Context: an optimization exercise on an open-source flow, tuned for small area and few clock cycles. The choices shown serve that exercise and are no tape-out recipe.
Function was checked by simulation only, so behaviour that the tests miss may differ from the original.
Power figures rest on the tool's default switching activity, not on a simulated workload.

==> flow/design.v <==
`default_nettype none
package cache_geom_pkg;
    localparam int addr_bits = 32;
    localparam int offset_bits = 5;
    localparam int byte_sel_bits = 2;
    localparam int word_sel_bits = offset_bits - byte_sel_bits;
    localparam int num_ways = 2;
    localparam int way_bits = 1;
    localparam logic [way_bits-1:0] way_0 = 1'b0;
    localparam logic [way_bits-1:0] way_1 = 1'b1;
endpackage
`default_nettype wire
`default_nettype none
package pmem_bus_pkg;
    localparam int line_bits = 256;
    localparam int word_bits = 32;
    localparam int byte_bits = 8;
    localparam int be_bits = word_bits / byte_bits;
    localparam int words_per_line = line_bits / word_bits;
endpackage
`default_nettype wire
`timescale 1ns/1ns
`default_nettype none
module cache_control (
    input wire clk,
    input wire rst,
    input wire mem_read,
    input wire mem_write,
    input wire hit,
    input wire dirty,
    input wire pmem_resp,
    output logic fill,
    output logic hit_write,
    output logic filling,
    output logic address_sel,
    output logic pmem_read,
    output logic pmem_write,
    output logic mem_resp,
    output logic stall,
    output logic [31:0] miss_count
);
    localparam logic [1:0] idle = 2'd0;
    localparam logic [1:0] write_back = 2'd1;
    localparam logic [1:0] miss = 2'd2;
    logic [1:0] state;
    logic request;
    logic lookup;
    logic lookup_miss;
    assign request = mem_read || mem_write;
    assign lookup = (state == idle) && request;
    assign lookup_miss = lookup && !hit;
    assign filling = (state == miss);
    assign fill = filling && pmem_resp;
    assign hit_write = lookup && hit && mem_write;
    assign mem_resp = (lookup && hit) || fill;
    assign stall = request && !mem_resp;
    assign pmem_write = (state == write_back) || (lookup_miss && dirty);
    assign pmem_read = filling || (lookup_miss && !dirty);
    assign address_sel = pmem_write;
    always_ff @(posedge clk) begin
        if (rst) begin
            state <= idle;
            miss_count <= '0;
        end else begin
            case (state)
                idle: begin
                    if (lookup_miss) begin
                        state <= dirty ? write_back : miss;
                        miss_count <= miss_count + 32'd1;
                    end
                end
                write_back: begin
                    if (pmem_resp) begin
                        state <= miss;
                    end
                end
                miss: begin
                    if (pmem_resp) begin
                        state <= idle;
                    end
                end
                default: begin
                    state <= idle;
                end
            endcase
        end
    end
endmodule
`default_nettype wire
`timescale 1ns/1ns
`default_nettype none
module cache_datapath #(
    parameter int s_index = 3
) (
    input wire clk,
    input wire rst,
    input wire [cache_geom_pkg::addr_bits-1:0] mem_address,
    input wire [pmem_bus_pkg::word_bits-1:0] mem_wdata,
    input wire [pmem_bus_pkg::be_bits-1:0] mem_byte_enable,
    input wire mem_write,
    input wire fill,
    input wire hit_write,
    input wire filling,
    input wire answer,
    input wire address_sel,
    input wire [pmem_bus_pkg::line_bits-1:0] pmem_rdata,
    output logic [pmem_bus_pkg::word_bits-1:0] mem_rdata,
    output logic [cache_geom_pkg::addr_bits-1:0] pmem_address,
    output logic [pmem_bus_pkg::line_bits-1:0] pmem_wdata,
    output logic hit,
    output logic dirty
);
    localparam int offset_bits = cache_geom_pkg::offset_bits;
    localparam int tag_bits = cache_geom_pkg::addr_bits - s_index - offset_bits;
    localparam int num_sets = 1 << s_index;
    localparam int num_lines = 2 * num_sets;
    localparam int line_bits = pmem_bus_pkg::line_bits;
    localparam int word_bits = pmem_bus_pkg::word_bits;
    localparam int byte_bits = pmem_bus_pkg::byte_bits;
    localparam int be_bits = pmem_bus_pkg::be_bits;
    localparam int words = pmem_bus_pkg::words_per_line;
    localparam int line_bytes = line_bits / byte_bits;
    logic [tag_bits-1:0] tag;
    logic [s_index-1:0] index;
    logic [cache_geom_pkg::word_sel_bits-1:0] word_sel;
    assign tag = mem_address[cache_geom_pkg::addr_bits-1 -: tag_bits];
    assign index = mem_address[offset_bits +: s_index];
    assign word_sel = mem_address[cache_geom_pkg::byte_sel_bits +: cache_geom_pkg::word_sel_bits];
    logic [num_lines-1:0][line_bits-1:0] data_q;
    logic [num_lines-1:0][tag_bits-1:0] tag_q;
    logic [num_lines-1:0] valid_q;
    logic [num_lines-1:0] dirty_q;
    logic [num_sets-1:0] lru_q;
    logic [num_sets-1:0] set_oh;
    always_comb begin
        for (int s = 0; s < num_sets; s++) begin
            set_oh[s] = (index == s[s_index-1:0]);
        end
    end
    logic [tag_bits-1:0] tag0, tag1;
    logic valid0, valid1, dirty0, dirty1, victim;
    always_comb begin
        tag0 = '0;
        tag1 = '0;
        valid0 = 1'b0;
        valid1 = 1'b0;
        dirty0 = 1'b0;
        dirty1 = 1'b0;
        victim = 1'b0;
        for (int s = 0; s < num_sets; s++) begin
            tag0 |= tag_q[2*s] & {tag_bits{set_oh[s]}};
            tag1 |= tag_q[2*s+1] & {tag_bits{set_oh[s]}};
            valid0 |= valid_q[2*s] & set_oh[s];
            valid1 |= valid_q[2*s+1] & set_oh[s];
            dirty0 |= dirty_q[2*s] & set_oh[s];
            dirty1 |= dirty_q[2*s+1] & set_oh[s];
            victim |= lru_q[s] & set_oh[s];
        end
    end
    logic hit0, hit1, way;
    assign hit0 = valid0 && (tag0 == tag);
    assign hit1 = valid1 && (tag1 == tag);
    assign hit = hit0 || hit1;
    assign way = hit ? hit1 : victim;
    assign dirty = victim ? (valid1 && dirty1) : (valid0 && dirty0);
    logic [num_lines-1:0] line_oh;
    always_comb begin
        for (int s = 0; s < num_sets; s++) begin
            line_oh[2*s] = set_oh[s] && !way;
            line_oh[2*s+1] = set_oh[s] && way;
        end
    end
    logic [line_bits-1:0] line_rd;
    always_comb begin
        line_rd = '0;
        for (int l = 0; l < num_lines; l++) begin
            line_rd |= data_q[l] & {line_bits{line_oh[l]}};
        end
    end
    assign pmem_wdata = line_rd;
    logic [line_bits-1:0] line_out;
    assign line_out = filling ? pmem_rdata : line_rd;
    assign mem_rdata = line_out[word_sel*word_bits +: word_bits];
    assign pmem_address = {address_sel ? (victim ? tag1 : tag0) : tag, index, {offset_bits{1'b0}}};
    logic [line_bytes-1:0] lane_sel;
    logic [line_bytes-1:0] lane_we;
    logic [line_bits-1:0] wr_line;
    always_comb begin
        for (int b = 0; b < line_bytes; b++) begin
            lane_sel[b] = mem_write && mem_byte_enable[b % be_bits] && (word_sel == b / be_bits);
            lane_we[b] = fill || (hit_write && lane_sel[b]);
            wr_line[b*byte_bits +: byte_bits] = lane_sel[b] ?
                mem_wdata[(b % be_bits)*byte_bits +: byte_bits] :
                pmem_rdata[b*byte_bits +: byte_bits];
        end
    end
    always_ff @(posedge clk) begin
        for (int l = 0; l < num_lines; l++) begin
            for (int b = 0; b < line_bytes; b++) begin
                if (line_oh[l] && lane_we[b]) begin
                    data_q[l][b*byte_bits +: byte_bits] <= wr_line[b*byte_bits +: byte_bits];
                end
            end
            if (line_oh[l] && fill) begin
                tag_q[l] <= tag;
            end
        end
    end
    always_ff @(posedge clk) begin
        if (rst) begin
            valid_q <= '0;
            dirty_q <= '0;
            lru_q <= '0;
        end else begin
            for (int l = 0; l < num_lines; l++) begin
                if (line_oh[l] && fill) begin
                    valid_q[l] <= 1'b1;
                end
                if (line_oh[l] && (fill || hit_write)) begin
                    dirty_q[l] <= mem_write;
                end
            end
            for (int s = 0; s < num_sets; s++) begin
                if (set_oh[s] && answer) begin
                    lru_q[s] <= !way;
                end
            end
        end
    end
endmodule
`default_nettype wire
`timescale 1ns/1ns
`default_nettype none
module cache #(
    parameter int s_index = 3
) (
    input wire clk,
    input wire rst,
    input wire mem_read,
    input wire mem_write,
    input wire [cache_geom_pkg::addr_bits-1:0] mem_address,
    input wire [pmem_bus_pkg::be_bits-1:0] mem_byte_enable,
    input wire [pmem_bus_pkg::word_bits-1:0] mem_wdata,
    output logic [pmem_bus_pkg::word_bits-1:0] mem_rdata,
    output logic mem_resp,
    output logic pmem_read,
    output logic pmem_write,
    output logic [cache_geom_pkg::addr_bits-1:0] pmem_address,
    output logic [pmem_bus_pkg::line_bits-1:0] pmem_wdata,
    input wire [pmem_bus_pkg::line_bits-1:0] pmem_rdata,
    input wire pmem_resp,
    output logic stall,
    output logic [31:0] miss_count
);
    logic fill;
    logic hit_write;
    logic filling;
    logic address_sel;
    logic hit;
    logic dirty;
    cache_control control_inst (
        .clk(clk),
        .rst(rst),
        .mem_read(mem_read),
        .mem_write(mem_write),
        .hit(hit),
        .dirty(dirty),
        .pmem_resp(pmem_resp),
        .fill(fill),
        .hit_write(hit_write),
        .filling(filling),
        .address_sel(address_sel),
        .pmem_read(pmem_read),
        .pmem_write(pmem_write),
        .mem_resp(mem_resp),
        .stall(stall),
        .miss_count(miss_count)
    );
    cache_datapath #(
        .s_index(s_index)
    ) datapath_inst (
        .clk(clk),
        .rst(rst),
        .mem_address(mem_address),
        .mem_wdata(mem_wdata),
        .mem_byte_enable(mem_byte_enable),
        .mem_write(mem_write),
        .fill(fill),
        .hit_write(hit_write),
        .filling(filling),
        .answer(mem_resp),
        .address_sel(address_sel),
        .pmem_rdata(pmem_rdata),
        .mem_rdata(mem_rdata),
        .pmem_address(pmem_address),
        .pmem_wdata(pmem_wdata),
        .hit(hit),
        .dirty(dirty)
    );
endmodule
`default_nettype wire
==> flow/run.sh <==
#!/bin/bash
# synth_recipe.tcl (not shown) runs the flow's synth.tcl, then flattens the netlist and writes it again
# the make line also repeats each setting of config.mk as NAME=value (left out here)
make -C /OpenROAD-flow-scripts/flow DESIGN_CONFIG=/design/flow/config.mk WORK_HOME=/design/flow/orfs CLKGATE_MAP_FILE= SYNTH_SCRIPT=/design/flow/synth_recipe.tcl finish
==> flow/config.mk <==
export PLATFORM = sky130hd
export DESIGN_NAME = cache
export DESIGN_NICKNAME = cache
export VERILOG_FILES = /design/flow/design.v
export SDC_FILE = /design/flow/constraint.sdc
export NUM_CORES = 4
export LEC_CHECK = 0
export CAP_MARGIN = 20
export CELL_PAD_IN_SITES_DETAIL_PLACEMENT = 1
export CELL_PAD_IN_SITES_GLOBAL_PLACEMENT = 1
export CORE_MARGIN = 2
export CORE_UTILIZATION = 30
export PLACE_DENSITY = 0.4
export SLEW_MARGIN = 20
==> flow/constraint.sdc <==
create_clock -name core_clock -period 12.0 [get_ports {clk}]
set_input_delay 2.4000 -clock core_clock [delete_from_list [all_inputs] [get_ports {clk}]]
set_output_delay 2.4000 -clock core_clock [all_outputs]
set_load 0.01 [all_outputs]
==> run summary, run 1 <==
reg-to-reg endpoint=datapath_inst.data_q[193]$_DFFE_PP_; Rel. slew slack=0.0942; prevailing post-synth register cell=edfxtp_1; pins over their slew limit=0; met1 usage=0.405; Reg clk slew, reported paths=0.06 ns; Area Growth Syn to Fin=21.6%; GR peak layer=met2; number of synthesized flops with an enable pin=4480; most area-hungry cell type in the Yosys netlist=edfxtp_1; Fillers=a little over 60000; total power per unit cell area=about 170 nW/um^2; CTS tree=built; status=complete, no violations; Clock Latency Late Sink=around 1.1 ns; Netlist Area Pre-Place=183000 sq um; Unique masters post-synth=between 80 and 90; Post-synth top cells=edfxtp_1 (4480), nor2_1 (1079), mux2i_1 (658); CP Launch Type=primary input; ANT nets after route=0; Max clock buf depth=4; final wirelength=about 960000 um; CP arrival=slightly above 9 ns; Crit Path Max Fanout=36; initial DRC count=~15000; worst r2r src=datapath_inst.tag_q[253]$_DFFE_PP_; Syn Inst Count=around 11000; Final nets=~13000; post-layout util=0.366; CP Data Required Time=9.60 ns; RD Place Congestion=roughly 0.86; layout cell share with drive strength beyond 1=0.206; grt met3 use=0.0642; CTS buffer count=roughly 550; WS Path Type=primary input to primary output; total grt overflow=0; global-route usage over all layers=0.303; Least-Margin Pin Slew=about 1.4 ns; via/cell ratio=5.77; hold path depth=2; Starting Density=0.301; CTS root buf=clkbuf_16; Synth top area share=0.737; Pleak=71.3 nW; CTS Hold Bufs=0; register bit count reported by yosys=~4600; fmax=about 0.086 GHz; Tmin final=about 12 ns; final worst-path cycle share=0.972; num ports=just under 700; clk_skew=0.0632 ns; htree depth=6; Final Setup Violations=0; Cell Count, Final, Fillers Out=about 21000; RSZ-0062 raised after global routing=false; Register-to-Register Path Depth=18; die area=~600000 sq um; initial antenna violation count=147; Peak VDD IR=~0.13 mV; Synth Area per Inst=16.1 sq um; Ys Warns=2; vias=around 120k; design area=222000 sq um; port bufs=around 680; Hold Violations, Final=0; num rows=~290; most frequent cell after synthesis=edfxtp_1; Design Power=approximately 38 mW; vias in the first global route=approximately 120k; largest net degree at the start of global routing=between 90 and 100; crit end category=primary output; first drt pass iteration count=6; dpl hpwl=approximately 650000 um; Core ar.=607000 sq um; Die Span Y=784 um; Area contributors post-synth=edfxtp_1 (74%), mux2i_1 (3.6%), mux2_2 (3.4%), nor2_1 (2.2%), a221oi_1 (2.1%); Post-synth ARST share=0; CP startpoint=mem_address[6]; Hold WC Path Type=flop to flop; Setup crit end=mem_rdata[28]; first-pass GRT wire length=between 1000000 and 1500000 um; Fin Setup TNS=0 ns; R2R setup slack=between 5 and 6 ns; met2 usage=0.484; DP Area=just over 200000 sq um; DRC=0; max cap viols=0; Die X=slightly below 800 um; CTS sink count=4554; Cells after DPL=between 20000 and 25000; post-synthesis sequential area ratio=0.745; average routed wire per standard cell=approximately 45 um
how the worst min path moves through the flow:
stage / startpoint / slack (ns) / endpoint
after floorplan: datapath_inst.dirty_q[3]$_SDFFE_PP0P_ / 0.43 / datapath_inst.dirty_q[3]$_SDFFE_PP0P_
after global placement: datapath_inst.dirty_q[5]$_SDFFE_PP0P_ / 0.45 / datapath_inst.dirty_q[5]$_SDFFE_PP0P_
after detailed placement: datapath_inst.dirty_q[9]$_SDFFE_PP0P_ / 0.46 / datapath_inst.dirty_q[9]$_SDFFE_PP0P_
after CTS: datapath_inst.dirty_q[9]$_SDFFE_PP0P_ / 0.47 / datapath_inst.dirty_q[9]$_SDFFE_PP0P_
after global routing: datapath_inst.dirty_q[3]$_SDFFE_PP0P_ / 0.50 / datapath_inst.dirty_q[3]$_SDFFE_PP0P_
final: datapath_inst.dirty_q[9]$_SDFFE_PP0P_ / 0.47 / datapath_inst.dirty_q[9]$_SDFFE_PP0P_
power by group:
group / leakage, nW / switching [mW] / total (mW) / internal, mW
clock network: 8.39 / 6.91 / 16.4 / 9.47
registers: 40.9 / 0.0158 / 17.6 / 17.6
logic: 22.0 / 2.68 / 3.71 / 1.03
total: 71.3 / 9.60 / 37.7 / 28.1
metal layers:
layer  vias up  share of wire
met5         -        0.00021
met4        32          0.042
met3      1263          0.077
met2      5937           0.46
met1     67100           0.42
li1      48200              -
through the flow:
stage / hold WS (ns) / setup WS, ns
finish: 0.469 / 0.342
global route: 0.504 / 0.0685
CTS: 0.468 / 0.110
detailed placement: 0.456 / 0.136
global placement: 0.449 / -0.130
floorplan: 0.433 / 3.73
area by class of cell:
| class | count | area (sq um) | share of cell area |
|---|---|---|---|
| Antenna cell | 132 | 330 | 0.00149 |
| Clock buffer | 715 | 14900 | 0.0671 |
| Clock inverter | 263 | 2310 | 0.0104 |
| Inverter | 31 | 136 | 0.000614 |
| Multi-Input combinational cell | 5946 | 44000 | 0.198 |
| Sequential cell | 4554 | 136000 | 0.613 |
| Tap cell | 8064 | 10100 | 0.0454 |
| Timing Repair Buffer | 1545 | 14300 | 0.0642 |
critical path: stages:
cell	delay (ns)
buf_8	0.35
buf_4	0.52
nand2b_2	0.29
o22ai_1	0.33
o21a_1	0.16
o2111ai_1	0.14
nor4_2	0.52
buf_4	0.23
nand4_2	0.31
o2bb2ai_4	0.27
buf_12	0.19
buf_12	0.18
nor2_4	0.63
a211o_1	0.51
a22o_1	0.34
nor3_1	0.16
buf_4	0.24
a32oi_1	0.59
clkdlybuf4s50_1	0.67
registers in the layout, summed over array words and instances (netlist names):
register / cells
datapath_inst.valid_q: 16
datapath_inst.lru_q: 8
control_inst.state: 2
datapath_inst.tag_q: 384
datapath_inst.data_q: 4096
control_inst.miss_count: 32
datapath_inst.dirty_q: 16
cells by family after synthesis:
family                   synth area share
other                           0.0000205
XOR/XNOR                          0.00274
buffers and inverters              0.0197
AO/OA/AOI/OAI                      0.0990
AND/OR/NAND/NOR                    0.0449
adder cells (fa/ha/maj)         0.0000685
flip-flops                          0.745
multiplexers                       0.0884
layout by cell type, fill, tap and decap left out, types with 111 or more instances in the layout:
cell type / instances
edfxtp_1: 4480
nor2_1: 965
buf_4: 876
mux2i_1: 653
clkbuf_16: 571
mux2_2: 545
clkdlybuf4s50_1: 528
a21oi_1: 517
nand2_1: 502
a22oi_1: 476
a221oi_1: 439
o21ai_0: 342
mux4_2: 149
clkbuf_1: 137
diode_2: 132
a22o_1: 113
clkinv_1: 111
repair_timing:
| action | 4_1_cts | 5_1_grt |
|---|---|---|
| buffers inserted | 0 | 0 |
| resized for setup | 0 | 3 |
| setup endpoints to repair | 0 | 2 |
Testbench counts, summed over its fixed seeds: cycles 37,919.
==> inputs of run 2 (changes only) <==
--- a/flow/design.v
+++ b/flow/design.v
@@ -137,26 +137,23 @@
             set_oh[s] = (index == s[s_index-1:0]);
         end
     end
-    logic [tag_bits-1:0] tag0, tag1;
-    logic valid0, valid1, dirty0, dirty1, victim;
+    logic [num_sets-1:0][2*tag_bits+4:0] set_q;
     always_comb begin
-        tag0 = '0;
-        tag1 = '0;
-        valid0 = 1'b0;
-        valid1 = 1'b0;
-        dirty0 = 1'b0;
-        dirty1 = 1'b0;
-        victim = 1'b0;
         for (int s = 0; s < num_sets; s++) begin
-            tag0 |= tag_q[2*s] & {tag_bits{set_oh[s]}};
-            tag1 |= tag_q[2*s+1] & {tag_bits{set_oh[s]}};
-            valid0 |= valid_q[2*s] & set_oh[s];
-            valid1 |= valid_q[2*s+1] & set_oh[s];
-            dirty0 |= dirty_q[2*s] & set_oh[s];
-            dirty1 |= dirty_q[2*s+1] & set_oh[s];
-            victim |= lru_q[s] & set_oh[s];
+            set_q[s] = {tag_q[2*s+1], valid_q[2*s+1], dirty_q[2*s+1],
+                        tag_q[2*s], valid_q[2*s], dirty_q[2*s], lru_q[s]};
         end
     end
+    logic [tag_bits-1:0] tag0, tag1;
+    logic valid0, valid1, dirty0, dirty1, victim;
+    cache_line_select #(
+        .n(num_sets),
+        .width(2*tag_bits+5)
+    ) tag_select_inst (
+        .sel(set_oh),
+        .d(set_q),
+        .y({tag1, valid1, dirty1, tag0, valid0, dirty0, victim})
+    );
     logic hit0, hit1, way;
     assign hit0 = valid0 && (tag0 == tag);
     assign hit1 = valid1 && (tag1 == tag);
@@ -171,16 +168,30 @@
         end
     end
     logic [line_bits-1:0] line_rd;
+    cache_line_select #(
+        .n(num_lines),
+        .width(line_bits)
+    ) line_select_inst (
+        .sel(line_oh),
+        .d(data_q),
+        .y(line_rd)
+    );
+    assign pmem_wdata = line_rd;
+    logic [2*words-1:0] word_oh;
     always_comb begin
-        line_rd = '0;
-        for (int l = 0; l < num_lines; l++) begin
-            line_rd |= data_q[l] & {line_bits{line_oh[l]}};
+        for (int w = 0; w < words; w++) begin
+            word_oh[w] = (word_sel == w) && !filling;
+            word_oh[words+w] = (word_sel == w) && filling;
         end
     end
-    assign pmem_wdata = line_rd;
-    logic [line_bits-1:0] line_out;
-    assign line_out = filling ? pmem_rdata : line_rd;
-    assign mem_rdata = line_out[word_sel*word_bits +: word_bits];
+    cache_line_select #(
+        .n(2*words),
+        .width(word_bits)
+    ) word_select_inst (
+        .sel(word_oh),
+        .d({pmem_rdata, line_rd}),
+        .y(mem_rdata)
+    );
     assign pmem_address = {address_sel ? (victim ? tag1 : tag0) : tag, index, {offset_bits{1'b0}}};
     logic [line_bytes-1:0] lane_sel;
     logic [line_bytes-1:0] lane_we;
@@ -229,6 +240,74 @@
     end
 endmodule
 `default_nettype wire
+`default_nettype none
+module cache_line_select #(
+    parameter int n = 16,
+    parameter int width = 256
+) (
+    input wire [n-1:0] sel,
+    input wire [n-1:0][width-1:0] d,
+    output logic [width-1:0] y
+);
+    for (genvar i = 0; i < width; i++) begin : g_bit
+        logic [n-1:0] column;
+        for (genvar k = 0; k < n; k++) begin : g_col
+            assign column[k] = d[k][i];
+        end
+        cache_select_bit #(
+            .n(n)
+        ) bit_inst (
+            .sel(sel),
+            .d(column),
+            .y(y[i])
+        );
+    end
+endmodule
+module cache_select_bit #(
+    parameter int n = 16
+) (
+    input wire [n-1:0] sel,
+    input wire [n-1:0] d,
+    output logic y
+);
+    localparam int groups = (n + 2) / 3;
+    logic [groups-1:0] group_n;
+    for (genvar g = 0; g < groups; g++) begin : g_group
+        localparam int lo = 3 * g;
+        localparam int k = (n - lo) < 3 ? (n - lo) : 3;
+        cache_aoi_group #(
+            .k(k)
+        ) group_inst (
+            .sel(sel[lo +: k]),
+            .d(d[lo +: k]),
+            .y_n(group_n[g])
+        );
+    end
+    cache_nand_reduce #(
+        .m(groups)
+    ) reduce_inst (
+        .a(group_n),
+        .y(y)
+    );
+endmodule
+module cache_aoi_group #(
+    parameter int k = 3
+) (
+    input wire [k-1:0] sel,
+    input wire [k-1:0] d,
+    output logic y_n
+);
+    assign y_n = !(|(sel & d));
+endmodule
+module cache_nand_reduce #(
+    parameter int m = 6
+) (
+    input wire [m-1:0] a,
+    output logic y
+);
+    assign y = !(&a);
+endmodule
+`default_nettype wire
 `timescale 1ns/1ns
 `default_nettype none
 module cache #(
==> flow/flow/run.sh (new file) <==
#!/bin/bash
# Standard ORFS layout (the standard.sh, unchanged synthesis), with the
# port buffers and the clock tree made from smaller cells: buf_1 port
# buffers, and clock tree sinks clustered up to 12 per clkbuf_8 within
# 60 um, without dummy loads. All tool output goes to standard.log and the
# ORFS logs under orfs/logs.
set -euo pipefail
export BUFFER_PORTS_ARGS="-buffer_cell sky130_fd_sc_hd__buf_1"
export CTS_ARGS="-sink_clustering_enable -repair_clock_nets -dont_use_dummy_load -buf_list sky130_fd_sc_hd__clkbuf_8 -sink_clustering_size 12 -sink_clustering_max_diameter 60"
bash standard.sh > standard.log 2>&1
==> flow/standard.sh (new file) <==
#!/bin/bash
# synth_recipe.tcl (not shown) runs the flow's synth.tcl, then flattens the netlist and writes it again
# the make line also repeats each setting of config.mk as NAME=value (left out here)
make -C /OpenROAD-flow-scripts/flow DESIGN_CONFIG=/design/flow/config.mk WORK_HOME=/design/flow/orfs CLKGATE_MAP_FILE= SYNTH_SCRIPT=/design/flow/synth_recipe.tcl "${@:-finish}"
--- a/flow/config.mk
+++ b/flow/config.mk
@@ -9,6 +9,8 @@
 export CELL_PAD_IN_SITES_DETAIL_PLACEMENT = 1
 export CELL_PAD_IN_SITES_GLOBAL_PLACEMENT = 1
 export CORE_MARGIN = 2
-export CORE_UTILIZATION = 30
-export PLACE_DENSITY = 0.4
+export CORE_UTILIZATION = 40
+export PLACE_DENSITY = 0.5
 export SLEW_MARGIN = 20
+export SYNTH_HIERARCHICAL = 1
+export SYNTH_MINIMUM_KEEP_SIZE = 0
removed: flow/run.sh
==> run summary, run 2 <==
crit end category=primary output; post-synthesis sequential area ratio=0.814; Area Growth Syn to Fin=12.7%; ANT nets after route=0; Max clock buf depth=4; WS Path Type=primary input to primary output; status=complete, no violations; worst r2r src=datapath_inst.tag_q[19]$_DFFE_PP_; Fin Setup TNS=0 ns; CP startpoint=mem_address[6]; Synth top area share=0.805; Largest regs=datapath_inst.data_q: 4096 flops, datapath_inst.tag_q: 384 flops, control_inst.miss_count: 32 flops; pins over their slew limit=0; CP Launch Type=primary input; CTS root buf=clkbuf_8; Ys Warns=8; average routed wire per standard cell=slightly above 40 um; Final Setup Violations=0; number of synthesized flops with an enable pin=approximately 4500; Fillers=approximately 40000; CTS tree=built; Post-synth top cells=edfxtp_1 (4480), a222oi_1 (1546), nor2_1 (451); Pleak=55.6 nW; Hold Violations, Final=0; most area-hungry cell type in the Yosys netlist=edfxtp_1; RSZ-0062 raised after global routing=false; reg-to-reg endpoint=datapath_inst.data_q[1320]$_DFFE_PP_; layout cell share with drive strength beyond 1=0.163; final worst-path cycle share=0.978; global-route usage over all layers=0.290; compound-cell area share of the yosys netlist=0.100; commonest non-fill, non-tap cell in the layout=edfxtp_1; Synth Area in Simple Gates=0.0565; initial antenna violation count=80; Unique masters post-synth=62; Core ar.=416000 sq um; clk_skew=around 0.11 ns; die area=between 400000 and 500000 sq um; Setup crit end=mem_rdata[5]; prevailing post-synth register cell=edfxtp_1; CP Data Required Time=approximately 9.6 ns; largest family of logic cells by synthesized area=compound AO/OA/AOI/OAI gates; Die Span Y=between 600 and 700 um; Peak VDD IR=around 0.08 mV; Die X=650 um; DRC=0; CP arrival=between 9 and 10 ns; mux contribution to synthesized area=0.0204; Syn Inst Count=roughly 8600; largest net degree at the start of global routing=91; num ports=just under 700; final wirelength=~630000 um; Tmin final=between 10 and 15 ns; CTS buffer count=around 460; Netlist Area Pre-Place=around 170000 sq um; total grt overflow=0; via/cell ratio=about 6.5; first-pass GRT wire length=roughly 850000 um; CTS sink count=4554; total power per unit cell area=148 nW/um^2; RD Place Congestion=between 0.9 and 1; dpl ws=roughly 0.03 ns; xor and xnor fraction of the mapped netlist area=0.00288; most frequent cell after synthesis=edfxtp_1; post-layout util=0.453; vias=slightly above 100k; R2R setup slack=a little under 6 ns; Starting Density=0.401; num rows=approximately 240; first drt pass iteration count=12; most frequent cells in the layout=edfxtp_1 (4480), a222oi_1 (1546), buf_1 (658), buf_4 (515), clkbuf_8 (456); PnR worst setup slack=between 0.2 and 0.3 ns; final hold slack=roughly 0.49 ns; Synth Area per Inst=19.4 sq um; fmax=between 0.08 and 0.09 GHz; max cap viols=0; Hold WC Path Type=flop to flop; htree depth=5; Rel. slew slack=0.146; register bit count reported by yosys=4554; Least-Margin Pin Slew=1.28 ns; Biggest register=datapath_inst.data_q; Crit Path Max Fanout=26; Post-synth ARST share=0; initial DRC count=17600; Synth Area in Adders=0.0000749; Final nets=10500; port bufs=slightly below 700; dpl hpwl=around 430000 um; Register-to-Register Path Depth=13; vias in the first global route=~100k; Reg clk slew, reported paths=around 0.060 ns; Clock Latency Late Sink=between 1 and 1.5 ns; Area contributors post-synth=edfxtp_1 (80%), a222oi_1 (9.3%), mux2_2 (1.8%), and4_1 (1.5%), nand3_1 (1.1%); max FFs per register=slightly above 4000
-- run 2: cell count changes in the layout (fill, tap and decap cells not counted), moves of 439 or more --
cell             delta
clkdlybuf4s50_1   -528
nor2_1            -548
a221oi_1          -439
clkbuf_8          +449
mux2i_1           -613
clkbuf_16         -571
a22oi_1           -476
a222oi_1         +1523
buf_1             +658
a21oi_1           -474
-- run 2: through the flow --
| step | instance area, sq um | total power, mW | instances |
|---|---|---|---|
| 4_1_cts | 188000 | 28.1 | 15600 |
| 3_3_place_gp | 182000 | 19.8 | 15200 |
| 2_1_floorplan | 168000 | 18.7 | 8612 |
| 3_5_place_dp | 182000 | 19.9 | 15200 |
| 6_report | 188000 | 28.0 | 15700 |
| 5_1_grt | 188000 | 28.7 | 15700 |
-- run 2: what timing repair did --
| item | CTS | global route |
|---|---|---|
| hold buffers | 0 | 0 |
| setup endpoints to repair | 0 | 11 |
| setup buffers | 0 | 5 |
| gates resized for setup | 0 | 4 |
-- run 2: final cells by class --
cell class / count / area (sq um) / area share
inverter: 31 / 124 / 0.000657
tap: 5497 / 6880 / 0.0365
timing repair buffer: 1254 / 7730 / 0.0410
multi-input combinational: 3862 / 31300 / 0.166
antenna: 33 / 82.6 / 0.000438
clock buffer: 456 / 6280 / 0.0333
sequential: 4554 / 136000 / 0.722
-- run 2: where the power goes --
group          switching, mW  total [mW]  internal (mW)
clock network           5.08        8.43           3.35
logic                   1.53        2.03          0.502
registers            0.00893        17.5           17.5
-- run 2: worst min-delay path by stage --
| stage | from | end | slack [ns] | depth (start not counted) |
|---|---|---|---|---|
| after floorplan | datapath_inst.dirty_q[8]$_SDFFE_PP0P_ | datapath_inst.dirty_q[8]$_SDFFE_PP0P_ | 0.45 | 2 |
| after global placement | datapath_inst.valid_q[7]$_SDFFE_PP0P_ | datapath_inst.valid_q[7]$_SDFFE_PP0P_ | 0.46 | 2 |
| after detailed placement | datapath_inst.valid_q[8]$_SDFFE_PP0P_ | datapath_inst.valid_q[8]$_SDFFE_PP0P_ | 0.47 | 2 |
| after CTS | datapath_inst.valid_q[8]$_SDFFE_PP0P_ | datapath_inst.valid_q[8]$_SDFFE_PP0P_ | 0.48 | 2 |
| after global routing | datapath_inst.valid_q[0]$_SDFFE_PP0P_ | datapath_inst.valid_q[0]$_SDFFE_PP0P_ | 0.50 | 2 |
| final | datapath_inst.valid_q[5]$_SDFFE_PP0P_ | datapath_inst.valid_q[5]$_SDFFE_PP0P_ | 0.49 | 2 |
-- run 2: logic make-up (layout without fill, tap and decap cells) --
| family | after synthesis | in the layout |
|---|---|---|
| adders and majority gates | 1 | 1 |
| other | 1 | 38 |
| AOI/OAI and AO/OA | 1702 | 1702 |
| and+or+nand+nor | 1792 | 1792 |
| muxes | 307 | 307 |
| xor gates and xnor gates | 55 | 55 |
| DFF | 4554 | 4554 |
| buffers and inverters | 196 | 1741 |
-- run 2: critical path, stage by stage --
cell and delay [ns]:
buf_1 0.20, buf_4 0.23, nand3_1 0.36, clkinvlp_4 0.53, buf_12 0.33, a22oi_2 0.18, nand3_1 0.21, xor2_1 0.39
nor4_1 0.10, and4_1 0.25, and2_4 0.19, o21ai_4 0.62, nor2_4 0.33, buf_12 0.27, buf_12 0.16, buf_4 0.16
a222oi_1 0.34, and4_1 0.26, nand3_1 0.35, a222oi_1 0.71, and4_1 0.41, nand3_2 0.09, buf_1 0.14
-- run 2: per-layer routing --
metal | GRT usage | vias up | share of wire
met2 | 0.466 | 5169 | 0.47
met4 | 0.0955 | 10 | 0.037
li1 | - | 41500 | -
met5 | 0 | - | 0.00031
met1 | 0.404 | 55000 | 0.41
met3 | 0.0447 | 890 | 0.080
Testbench counts of run 2, summed over its fixed seeds: cycles 37,919.
==> inputs of run 3 (changes only) <==
--- a/flow/design.v
+++ b/flow/design.v
@@ -270,11 +270,13 @@
     input wire [n-1:0] d,
     output logic y
 );
-    localparam int groups = (n + 2) / 3;
+    localparam int full = n / 3;
+    localparam int rest = n % 3;
+    localparam int groups = full + rest;
     logic [groups-1:0] group_n;
     for (genvar g = 0; g < groups; g++) begin : g_group
-        localparam int lo = 3 * g;
-        localparam int k = (n - lo) < 3 ? (n - lo) : 3;
+        localparam int lo = g < full ? 3 * g : 3 * full + (g - full);
+        localparam int k = g < full ? 3 : 1;
         cache_aoi_group #(
             .k(k)
         ) group_inst (
--- a/flow/config.mk
+++ b/flow/config.mk
@@ -9,8 +9,8 @@
 export CELL_PAD_IN_SITES_DETAIL_PLACEMENT = 1
 export CELL_PAD_IN_SITES_GLOBAL_PLACEMENT = 1
 export CORE_MARGIN = 2
-export CORE_UTILIZATION = 40
-export PLACE_DENSITY = 0.5
+export CORE_UTILIZATION = 60
+export PLACE_DENSITY = 0.7
 export SLEW_MARGIN = 20
 export SYNTH_HIERARCHICAL = 1
 export SYNTH_MINIMUM_KEEP_SIZE = 0
==> run summary, run 3 <==
CTS tree=built; Starting Density=0.603; initial antenna violation count=just under 60; RSZ-0062 raised after global routing=false; Pleak=54.4 nW; register area=between 100000 and 150000 sq um; top sig layer=met5; number of synthesized flops with an enable pin=roughly 4500; dpl hpwl=~390000 um; pins over their slew limit=0; CP startpoint=mem_address[5]; num ports=between 600 and 700; CTS root buf=clkbuf_8; Fin Setup TNS=0 ns; Reg clk slew, reported paths=around 0.06 ns; port bufs=approximately 680; first drt pass iteration count=13; most area-hungry cell type in the Yosys netlist=edfxtp_1; layout cell share with drive strength beyond 1=0.140; final worst-path cycle share=0.968; vias=106000; Fillers=roughly 23000; most frequent cells in the layout=edfxtp_1 (4480), a222oi_1 (1546), buf_1 (636), nand2_1 (441), clkbuf_8 (423); register bit count reported by yosys=approximately 4600; post-synthesis sequential area ratio=0.815; global-route usage over all layers=0.403; first-pass GRT wire length=roughly 800000 um; largest net degree at the start of global routing=~110; CP Launch Type=primary input; Ys Warns=8; clk_skew=~0.11 ns; Max clock buf depth=4; Final nets=a little over 10000; worst r2r src=datapath_inst.tag_q[10]$_DFFE_PP_; Area contributors post-synth=edfxtp_1 (81%), a222oi_1 (9.3%), mux2_2 (1.8%), and4_1 (1.5%), nor2_1 (1.0%); Synth Area per Inst=around 19 sq um; CTS Hold Bufs=0; total grt overflow=0; CP arrival=~9.2 ns; most frequent cell after synthesis=edfxtp_1; Post-synth top cells=edfxtp_1 (4480), a222oi_1 (1546), nor2_1 (451); max FFs per register=approximately 4100; Largest regs=datapath_inst.data_q: 4096 flops, datapath_inst.tag_q: 384 flops, control_inst.miss_count: 32 flops; Rel. slew slack=0.118; DRC=0; die area=282000 sq um; Hold Violations, Final=0; Core ar.=approximately 280000 sq um; CTS sink count=between 4000 and 5000; metal3 WL=84500 um; Die Span Y=around 530 um; CTS buffer count=between 400 and 500; commonest non-fill, non-tap cell in the layout=edfxtp_1; Biggest register=datapath_inst.data_q; vias in the first global route=between 100k and 150k; Unique masters post-synth=between 60 and 70; status=complete, no violations; initial DRC count=22300; Cells after DPL=13300; Final Setup Violations=0; num rows=around 190; prevailing post-synth register cell=edfxtp_1; WS Path Type=primary input to primary output; final wirelength=just under 600000 um; Die X=532 um; Syn Inst Count=about 8700; Cell Count, Final, Fillers Out=13800; Netlist Area Pre-Place=between 150000 and 200000 sq um; average routed wire per standard cell=~42 um; Least-Margin Pin Slew=roughly 1.3 ns; htree depth=5; Tmin final=~12 ns; total power per unit cell area=149 nW/um^2; hold_sp=datapath_inst.valid_q[12]$_SDFFE_PP0P_; RD Place Congestion=~0.97; Crit Path Max Fanout=60; CP Data Required Time=between 9 and 10 ns; via/cell ratio=7.67; Post-synth ARST share=0; metal2 WL=about 260000 um; crit end category=primary output; ANT nets after route=0; WL met1=200000 um; Peak VDD IR=roughly 0.11 mV; max cap viols=0; Area Growth Syn to Fin=10.4%; Clock Latency Late Sink=~1.2 ns; Hold WC Path Type=flop to flop; area occupied by multi-input gates=about 31000 sq um; fmax=roughly 0.086 GHz; Synth top area share=0.806
==> run 3: path summary, 6_finish.rpt <==
| path | slack (ns) | cells after the start | to |
|---|---|---|---|
| setup reg to reg | 5.52 | 14 | datapath_inst.data_q[454]$_DFFE_PP_ |
| setup / recovery | 0.38 | 23 | mem_rdata[14] |
| hold reg to reg | 0.48 | 2 | datapath_inst.valid_q[12]$_SDFFE_PP0P_ |
| hold / removal | 0.48 | 2 | datapath_inst.valid_q[12]$_SDFFE_PP0P_ |
==> run 3: what timing repair did <==
| item | 4_1_cts | 5_1_grt |
|---|---|---|
| setup buffers | 0 | 5 |
| endpoints found under the setup margin | 0 | 1 |
| endpoints found under the hold margin | 0 | 0 |
| gates resized for setup | 0 | 0 |
==> run 3: per-stage QoR <==
step | power [mW] | worst slack [ns] | hold WS, ns | util | instance area [sq um]
4_1_cts | 27.3 | 0.236 | 0.473 | 0.664 | 184000
6_report | 27.4 | 0.384 | 0.477 | 0.666 | 184000
3_5_place_dp | 19.7 | 0.266 | 0.465 | 0.643 | 178000
5_1_grt | 27.9 | 0.299 | 0.508 | 0.666 | 184000
2_1_floorplan | 18.6 | 0.0499 | 0.448 | - | 167000
3_3_place_gp | 19.6 | 0.296 | 0.459 | 0.642 | 178000
==> run 3: layout make-up <==
cell class / instances / share of cell area
multi-input cells: 3915 / 0.168
inverters: 31 / 0.000693
repair buffers: 1107 / 0.0363
diodes: 31 / 0.000421
clock buffers: 423 / 0.0316
flip-flops and latches: 4554 / 0.738
well taps: 3705 / 0.0252
==> run 3: cells by family (layout without fill, tap and decap cells) <==
group           Yosys count  in the layout  share of synthesized area
flops                  4554           4554                      0.815
simple gates           1898           1898                     0.0594
compound gates         1649           1649                     0.0966
mux                     307            307                     0.0204
buf+inv                 196           1561                    0.00592
xor+xnor                 55             55                    0.00289
fa+ha+maj                 1              1                  0.0000749
other cells               1             36                  0.0000225
==> run 3: worst max-delay path: stages <==
cell and delay (ns):
buf_1 0.17, nand3b_1 0.48, clkinvlp_4 0.18, buf_4 0.22
buf_4 0.22, a222oi_1 0.33, nand4_1 0.18, xor2_1 0.26
or4_1 0.60, nor3_2 0.34, nand2_2 0.22, a21oi_2 0.18
buf_4 0.26, nor2_4 0.16, buf_12 0.25, buf_4 0.35
a222oi_1 0.41, and4_1 0.35, nand3_1 0.31, a222oi_1 0.57
buf_4 0.29, nand3_1 0.17, buf_1 0.17
==> run 3: routing by layer <==
metal | GRT usage | vias to the layer above
li1 | - | 41200
met1 | 0.548 | 54200
met2 | 0.604 | 8775
met3 | 0.111 | 1347
met5 | 0 | -
met4 | 0.203 | 36
==> run 3: power breakdown <==
group	internal [mW]	switching, mW
registers	17.5	0.00984
logic	0.462	1.44
clock network	3.12	4.88
total	21.1	6.33
Testbench counts of run 3, summed over its fixed seeds: cycles 37,919.
==> inputs of run 4 (changes only) <==
--- a/flow/design.v
+++ b/flow/design.v
@@ -167,29 +167,45 @@
             line_oh[2*s+1] = set_oh[s] && way;
         end
     end
-    logic [line_bits-1:0] line_rd;
+    logic [num_sets-1:0][line_bits-1:0] way0_data, way1_data;
+    always_comb begin
+        for (int s = 0; s < num_sets; s++) begin
+            way0_data[s] = data_q[2*s];
+            way1_data[s] = data_q[2*s+1];
+        end
+    end
+    logic [line_bits-1:0] line0, line1;
+    cache_line_select #(
+        .n(num_sets),
+        .width(line_bits)
+    ) line0_select_inst (
+        .sel(set_oh),
+        .d(way0_data),
+        .y(line0)
+    );
     cache_line_select #(
-        .n(num_lines),
+        .n(num_sets),
         .width(line_bits)
-    ) line_select_inst (
-        .sel(line_oh),
-        .d(data_q),
-        .y(line_rd)
+    ) line1_select_inst (
+        .sel(set_oh),
+        .d(way1_data),
+        .y(line1)
     );
-    assign pmem_wdata = line_rd;
-    logic [2*words-1:0] word_oh;
+    assign pmem_wdata = victim ? line1 : line0;
+    logic [3*words-1:0] word_oh;
     always_comb begin
         for (int w = 0; w < words; w++) begin
-            word_oh[w] = (word_sel == w) && !filling;
-            word_oh[words+w] = (word_sel == w) && filling;
+            word_oh[w] = (word_sel == w) && !filling && !hit1;
+            word_oh[words+w] = (word_sel == w) && !filling && hit1;
+            word_oh[2*words+w] = (word_sel == w) && filling;
         end
     end
     cache_line_select #(
-        .n(2*words),
+        .n(3*words),
         .width(word_bits)
     ) word_select_inst (
         .sel(word_oh),
-        .d({pmem_rdata, line_rd}),
+        .d({pmem_rdata, line1, line0}),
         .y(mem_rdata)
     );
     assign pmem_address = {address_sel ? (victim ? tag1 : tag0) : tag, index, {offset_bits{1'b0}}};
--- a/flow/config.mk
+++ b/flow/config.mk
@@ -9,8 +9,8 @@
 export CELL_PAD_IN_SITES_DETAIL_PLACEMENT = 1
 export CELL_PAD_IN_SITES_GLOBAL_PLACEMENT = 1
 export CORE_MARGIN = 2
-export CORE_UTILIZATION = 60
-export PLACE_DENSITY = 0.7
+export CORE_UTILIZATION = 50
+export PLACE_DENSITY = 0.6
 export SLEW_MARGIN = 20
 export SYNTH_HIERARCHICAL = 1
 export SYNTH_MINIMUM_KEEP_SIZE = 0
==> run summary, run 4 <==
Starting Density=0.502; Netlist Area Pre-Place=roughly 170000 sq um; WS Path Type=primary input to primary output; post-synthesis sequential area ratio=0.798; clk_skew=approximately 0.067 ns; area occupied by multi-input gates=~35000 sq um; worst r2r src=datapath_inst.tag_q[43]$_DFFE_PP_; dpl ws=1.11 ns; Clock Latency Late Sink=about 1.1 ns; Cells after DPL=approximately 15000; Least-Margin Pin Slew=1.30 ns; Reg clk slew, reported paths=around 0.070 ns; num ports=approximately 700; Hold Violations, Final=0; Unique masters post-synth=between 40 and 50; Syn Inst Count=~9500; max cap viols=0; design area=between 150000 and 200000 sq um; CTS Hold Bufs=0; total grt overflow=0; Biggest register=datapath_inst.data_q; average routed wire per standard cell=40.7 um; largest net degree at the start of global routing=about 130; RSZ-0062 raised after global routing=false; DRC=0; DP Area=183000 sq um; Cell Count, Final, Fillers Out=roughly 15000; postcts setup bufs=0; Die X=588 um; Max clock buf depth=4; most frequent cell after synthesis=edfxtp_1; Core ar.=between 300000 and 400000 sq um; total power per unit cell area=~150 nW/um^2; Fillers=slightly above 30000; pins over their slew limit=0; layout cell share with drive strength beyond 1=0.147; ANT nets after route=0; Pleak=~57 nW; port bufs=a little under 700; Die Span Y=about 590 um; Post-synth ARST share=0; max FFs per register=a little over 4000; final wirelength=628000 um; Area Growth Syn to Fin=10.8%; CP Data Required Time=9.60 ns; via/cell ratio=7.06; initial antenna violation count=73; Hold WC Path Type=flop to flop; vias=109000; global-route usage over all layers=0.355; CP Launch Type=primary input; Peak VDD IR=between 0.1 and 0.15 mV; status=complete, no violations; most frequent cells in the layout=edfxtp_1 (4480), a222oi_1 (1386), nand2_1 (1188), buf_1 (673), nand4_1 (651); Post-synth top cells=edfxtp_1 (4480), a222oi_1 (1386), nand2_1 (1197); Fin Setup TNS=0 ns; register bit count reported by yosys=between 4000 and 5000; final worst-path cycle share=0.924; Largest regs=datapath_inst.data_q: 4096 flops, datapath_inst.tag_q: 384 flops, control_inst.miss_count: 32 flops; dpl hpwl=between 400000 and 500000 um; post-CTS sizing=0; first-pass GRT wire length=approximately 860000 um; hold_sp=datapath_inst.dirty_q[4]$_SDFFE_PP0P_; Rel. slew slack=0.132; Tmin final=roughly 11 ns; Ys Warns=8; Synth Area per Inst=about 18 sq um; Final Setup Violations=0; crit end category=primary output; PnR worst setup slack=0.906 ns; CTS sink count=about 4600; num rows=214; first drt pass iteration count=12; Area contributors post-synth=edfxtp_1 (79%), a222oi_1 (8.1%), mux2_2 (3.4%), nand2_1 (2.6%), nand4_1 (2.4%); RD Place Congestion=just over 0.9; CTS root buf=clkbuf_8; CP startpoint=mem_address[6]; number of synthesized flops with an enable pin=roughly 4500; vias in the first global route=approximately 110k; CTS tree=built; register area=between 100000 and 150000 sq um; Crit Path Max Fanout=21; Final nets=about 11000; fmax=between 0.09 and 0.1 GHz; most area-hungry cell type in the Yosys netlist=edfxtp_1; die area=about 350000 sq um; htree depth=5; CP arrival=8.69 ns; Synth top area share=0.789; initial DRC count=slightly above 20000; prevailing post-synth register cell=edfxtp_1; commonest non-fill, non-tap cell in the layout=edfxtp_1; CTS buffer count=about 430
run 4: logic make-up (layout without fill, tap and decap cells):
logic type | Yosys count | after routing | share of synthesized area
DFF | 4554 | 4554 | 0.798
AOI/OAI and AO/OA | 1479 | 1479 | 0.0848
muxes | 563 | 563 | 0.0369
other | 1 | 35 | 0.0000220
buffers and inverters | 204 | 1571 | 0.00498
and+or+nand+nor | 2655 | 2655 | 0.0726
xor gates and xnor gates | 54 | 54 | 0.00277
adders and majority gates | 1 | 1 | 0.0000734
run 4: final timing paths:
path | endpoint | slack [ns] | depth (start not counted)
setup / recovery | mem_rdata[3] | 0.91 | 17
hold reg to reg | datapath_inst.dirty_q[4]$_SDFFE_PP0P_ | 0.47 | 2
hold / removal | datapath_inst.dirty_q[4]$_SDFFE_PP0P_ | 0.47 | 2
setup reg to reg | datapath_inst.data_q[3860]$_DFFE_PP_ | 5.41 | 14
run 4: area by class of cell:
| class | instances | share of cell area |
|---|---|---|
| flip-flops and latches | 4554 | 0.720 |
| multi-input cells | 4757 | 0.183 |
| clock buffers | 433 | 0.0316 |
| well taps | 4536 | 0.0301 |
| diodes | 30 | 0.000398 |
| repair buffers | 1130 | 0.0342 |
| inverters | 8 | 0.000166 |
run 4: layer usage:
| metal | track usage | vias up | wire [um] |
|---|---|---|---|
| li1 | - | 43800 | - |
| met1 | 0.489 | 57100 | 237000 |
| met2 | 0.542 | 7053 | 286000 |
| met3 | 0.0878 | 1081 | 76100 |
| met4 | 0.148 | 32 | 29100 |
| met5 | 0 | - | 221 |
run 4: per-stage QoR:
| stage | power, mW | util | hold WS [ns] |
|---|---|---|---|
| 6_report | 27.9 | 0.556 | 0.468 |
| 5_1_grt | 28.5 | 0.556 | 0.488 |
| 4_1_cts | 28.0 | 0.556 | 0.469 |
| 3_5_place_dp | 20.0 | 0.538 | 0.456 |
| 3_3_place_gp | 20.0 | 0.537 | 0.444 |
| 2_1_floorplan | 18.9 | - | 0.431 |
run 4: report_power, final:
part	total (mW)	switching [mW]	internal (mW)
clock	8.19	5.00	3.19
combinational	2.24	1.72	0.521
sequential	17.5	0.00870	17.5
run 4: worst max-delay path, stage by stage:
cell      delay (ns)
buf_1           0.08
buf_4           0.31
nor3b_4         1.01
buf_4           0.35
a222oi_1        0.11
nand4_1         0.16
xnor2_1         0.21
nand4_1         0.16
nor2_1          0.37
nand4_1         0.61
nand2_2         0.60
nor2_4          0.30
buf_4           0.37
a222oi_1        0.82
nand4_1         0.18
or2_1           0.30
buf_1           0.23
Testbench counts of run 4, summed over its fixed seeds: cycles 37,919.

static timing again, ports no longer ideal:
The flow's constraints put no driver on any port. The routed layouts listed below were extracted and timed again, unchanged, in two steps.
Step 1, drivers: a clkbuf_16 drives clk and a buf_2 each remaining input, both assumed.
Step 2 also shifts input and output timing later by t, the mid clock arrival at the registers, as if the neighbouring blocks saw the same clock.
a / b / c = ideal / step 1 / step 2; a / b = the first two.
run	t (ns)	slack for setup (ns)	worst slew at a driven data input, ns
run 1	1.218	0.342 / 0.285 / 0.285	0.38
run 2	1.271	0.261 / 0.239 / 0.239	0.22
run 3	1.215	0.384 / 0.358 / 0.358	0.24
run 4	1.222	0.906 / 0.878 / 0.878	0.25
After both steps setup and hold are still met in every run listed. The setup slack of run 1, which loses most, moves by -0.057 ns with the drivers and by -0.057 ns with both steps.
